Background: an optimization exercise with open tools, aiming at small area, a short achievable clock period and few clock cycles per item. Do not read the settings as production practice.
At most, simulation tests tie the RTL to the original design; equivalence was not proved.
No activity file was given, so power comes from the tool's default toggle rates.

## query_filter
module query_filter
(
	input  logic              clk,
	input  logic              rst,
	input  logic              cmd_pending,
	input  logic [query_pkg::BEAT_W-1:0] para_data,
	output logic              para_rd,
	output logic              cmd_ack,
	input  logic              rec_valid,
	input  logic [query_pkg::REC_W-1:0] rec_data,
	output logic              query_active,
	output logic              match_valid,
	output logic              match,
	output logic              query_done
);
	logic [query_pkg::NUM_PRED*query_pkg::CFG_W-1:0] cfgs;
	logic [query_pkg::TABLE_W-1:0] table_bits;
	logic                stage_valid;
	logic                stage_last;
	logic [query_pkg::NUM_PRED*query_pkg::NUM_CHUNK-1:0] eq;
	logic [query_pkg::NUM_PRED*query_pkg::NUM_CHUNK-1:0] lt;
	logic [query_pkg::NUM_PRED*query_pkg::NUM_CHUNK-1:0] eq_r;
	logic [query_pkg::NUM_PRED*query_pkg::NUM_CHUNK-1:0] lt_r;
	query_controller u_ctrl
	(
		.clk          (clk),
		.rst          (rst),
		.cmd_pending  (cmd_pending),
		.para_data    (para_data),
		.rec_valid    (rec_valid),
		.para_rd      (para_rd),
		.cmd_ack      (cmd_ack),
		.query_active (query_active),
		.cfgs         (cfgs),
		.table_bits   (table_bits),
		.stage_valid  (stage_valid),
		.stage_last   (stage_last)
	);
	for (genvar g = 0; g < query_pkg::NUM_PRED; g++)
	begin : g_pred
  ...
For scale: about 3,100 cells after synthesis, ~520 I/O pins.
==> module match_lookup, before the edit <==
module match_lookup
(
	input  logic                                              clk,
	input  logic                                              rst,
	input  logic                                              in_valid,
	input  logic                                              in_last,
	input  logic [query_pkg::NUM_PRED*query_pkg::NUM_CHUNK-1:0] eq,
	input  logic [query_pkg::NUM_PRED*query_pkg::NUM_CHUNK-1:0] lt,
	input  logic [query_pkg::NUM_PRED*query_pkg::CFG_W-1:0]   cfgs,
	input  logic [query_pkg::TABLE_W-1:0]                     table_bits,
	output logic                                              match_valid,
	output logic                                              match,
	output logic                                              query_done
);
	localparam int NUM_PRED  = query_pkg::NUM_PRED;
	localparam int NUM_CHUNK = query_pkg::NUM_CHUNK;
	localparam int CFG_W     = query_pkg::CFG_W;
	localparam int FLAG_LSB  = query_pkg::COL_W + query_pkg::SEL_W;
	localparam int LO_W  = NUM_PRED / 2;
	localparam int NUM_HI = 2 ** (NUM_PRED - LO_W);
	logic [NUM_PRED-1:0]        hits;
	logic [NUM_HI-1:0]          part;
	logic [NUM_HI-1:0]          part_r;
	logic [NUM_PRED-LO_W-1:0]   hi_r;
	logic                       valid_r;
	logic                       last_r;
	always_comb
	begin
		for (int p = 0; p < NUM_PRED; p++)
		begin
			logic r;
			r = lt[p*NUM_CHUNK];
			for (int k = 1; k < NUM_CHUNK; k++)
				r = lt[p*NUM_CHUNK + k] | (eq[p*NUM_CHUNK + k] & r);
			hits[p] = r ^ cfgs[p*CFG_W + FLAG_LSB + 2];
		end
	end
	always_comb
	begin
		for (int j = 0; j < NUM_HI; j++)
			part[j] = table_bits[j*(2**LO_W) + hits[LO_W-1:0]];
	end
	always_ff @(posedge clk or negedge rst)
	begin
		if (!rst)
		begin
			valid_r     <= 1'b0;
			last_r      <= 1'b0;
			match_valid <= 1'b0;
			query_done  <= 1'b0;
		end
		else
		begin
			valid_r     <= in_valid;
			last_r      <= in_last;
			match_valid <= valid_r;
			query_done  <= valid_r && last_r;
		end
	end
	always_ff @(posedge clk)
	begin
		part_r <= part;
		hi_r   <= hits[NUM_PRED-1:LO_W];
		match  <= part_r[hi_r];
	end
endmodule
Settings: LEC_CHECK=0, CAP_MARGIN=20, CORE_MARGIN=2, CORE_UTILIZATION=40, SETUP_SLACK_MARGIN=3.6, SLEW_MARGIN=20, TNS_END_PERCENT=1; clock period 6.0 ns.
standard.sh (not shown) runs the stock make flow with config.mk's settings and CLKGATE_MAP_FILE= SYNTH_SCRIPT=/design/flow/synth_recipe.tcl, a recipe that flattens the netlist after the stock synthesis.
==> flow/flow/run.sh <==
#!/bin/bash
# The standard layout (the standard.sh: standard synthesis, floorplan, place, CTS, route),
# with one change: the port buffers that placement inserts are plain buffers
# (sky130_fd_sc_hd__buf_1) rather than the delay cells buffer_ports picks by default.
# Every port still gets its own buffer. make's full output goes to standard.log; each
# ORFS step's own log is under orfs/logs/.
set -euo pipefail
export BUFFER_PORTS_ARGS="-buffer_cell sky130_fd_sc_hd__buf_1"
bash standard.sh > standard.log 2>&1
Then changed:
--- a/flow/design.v
+++ b/flow/design.v
@@ -76,9 +76,9 @@
 	localparam int NUM_PRED  = query_pkg::NUM_PRED;
 	localparam int NUM_CHUNK = query_pkg::NUM_CHUNK;
 	localparam int CFG_W     = query_pkg::CFG_W;
 	localparam int FLAG_LSB  = query_pkg::COL_W + query_pkg::SEL_W;
-	localparam int LO_W  = NUM_PRED / 2;
+	localparam int LO_W  = 3;
 	localparam int NUM_HI = 2 ** (NUM_PRED - LO_W);
 	logic [NUM_PRED-1:0]        hits;
 	logic [NUM_HI-1:0]          part;
 	logic [NUM_HI-1:0]          part_r;
Die area came out higher by 1.3%.
Non-clock buffer count is lower by 58.
Clock power grows by about 1%.
Total power rises by 81%.
Wire length falls by 2.0%.
Final area barely changes.
Setup slack gets worse by 0.048 ns.
Global-route usage falls by 1.5 points.
Cell count came out lower by 1.3%.
Maximum frequency shrinks by 1.8%.
Hold slack got worse by 0.0053 ns.
Testbench counts after the change, summed over its fixed seeds: cycles 14,439, items 13,240.
The RTL of the first run of this note was laid out without a check of its function.

==> what the ideal ports hide <==
In the flow no input, the clock included, has a driving cell. The finished layouts below were timed again as built, in two steps.
Step 1, drivers: a clkbuf_16 drives clk and a buf_2 each remaining input, both assumed.
Step 2 adds t to the input delays and takes it off the output delays; t is the mean of the earliest and latest rising clock arrival at the registers after step 1. Input paths then give back, and output paths get back, about the clock's delay inside the block.
Three values: ideal ports, drivers, drivers and shift; two values: the first two.
| run | t, ns | slack for setup (ns) | worst data-port slew with drivers (ns) |
|---|---|---|---|
| the first run | 0.733 | 3.439 / 3.443 / 2.718 | 0.19 |
| the second run | 0.768 | 3.392 / 3.392 / 2.706 | 0.18 |
After both steps setup and hold are still met in every run listed. The setup slack of the first run, which loses most, moves by +0.004 ns with the drivers and by -0.721 ns with both steps.
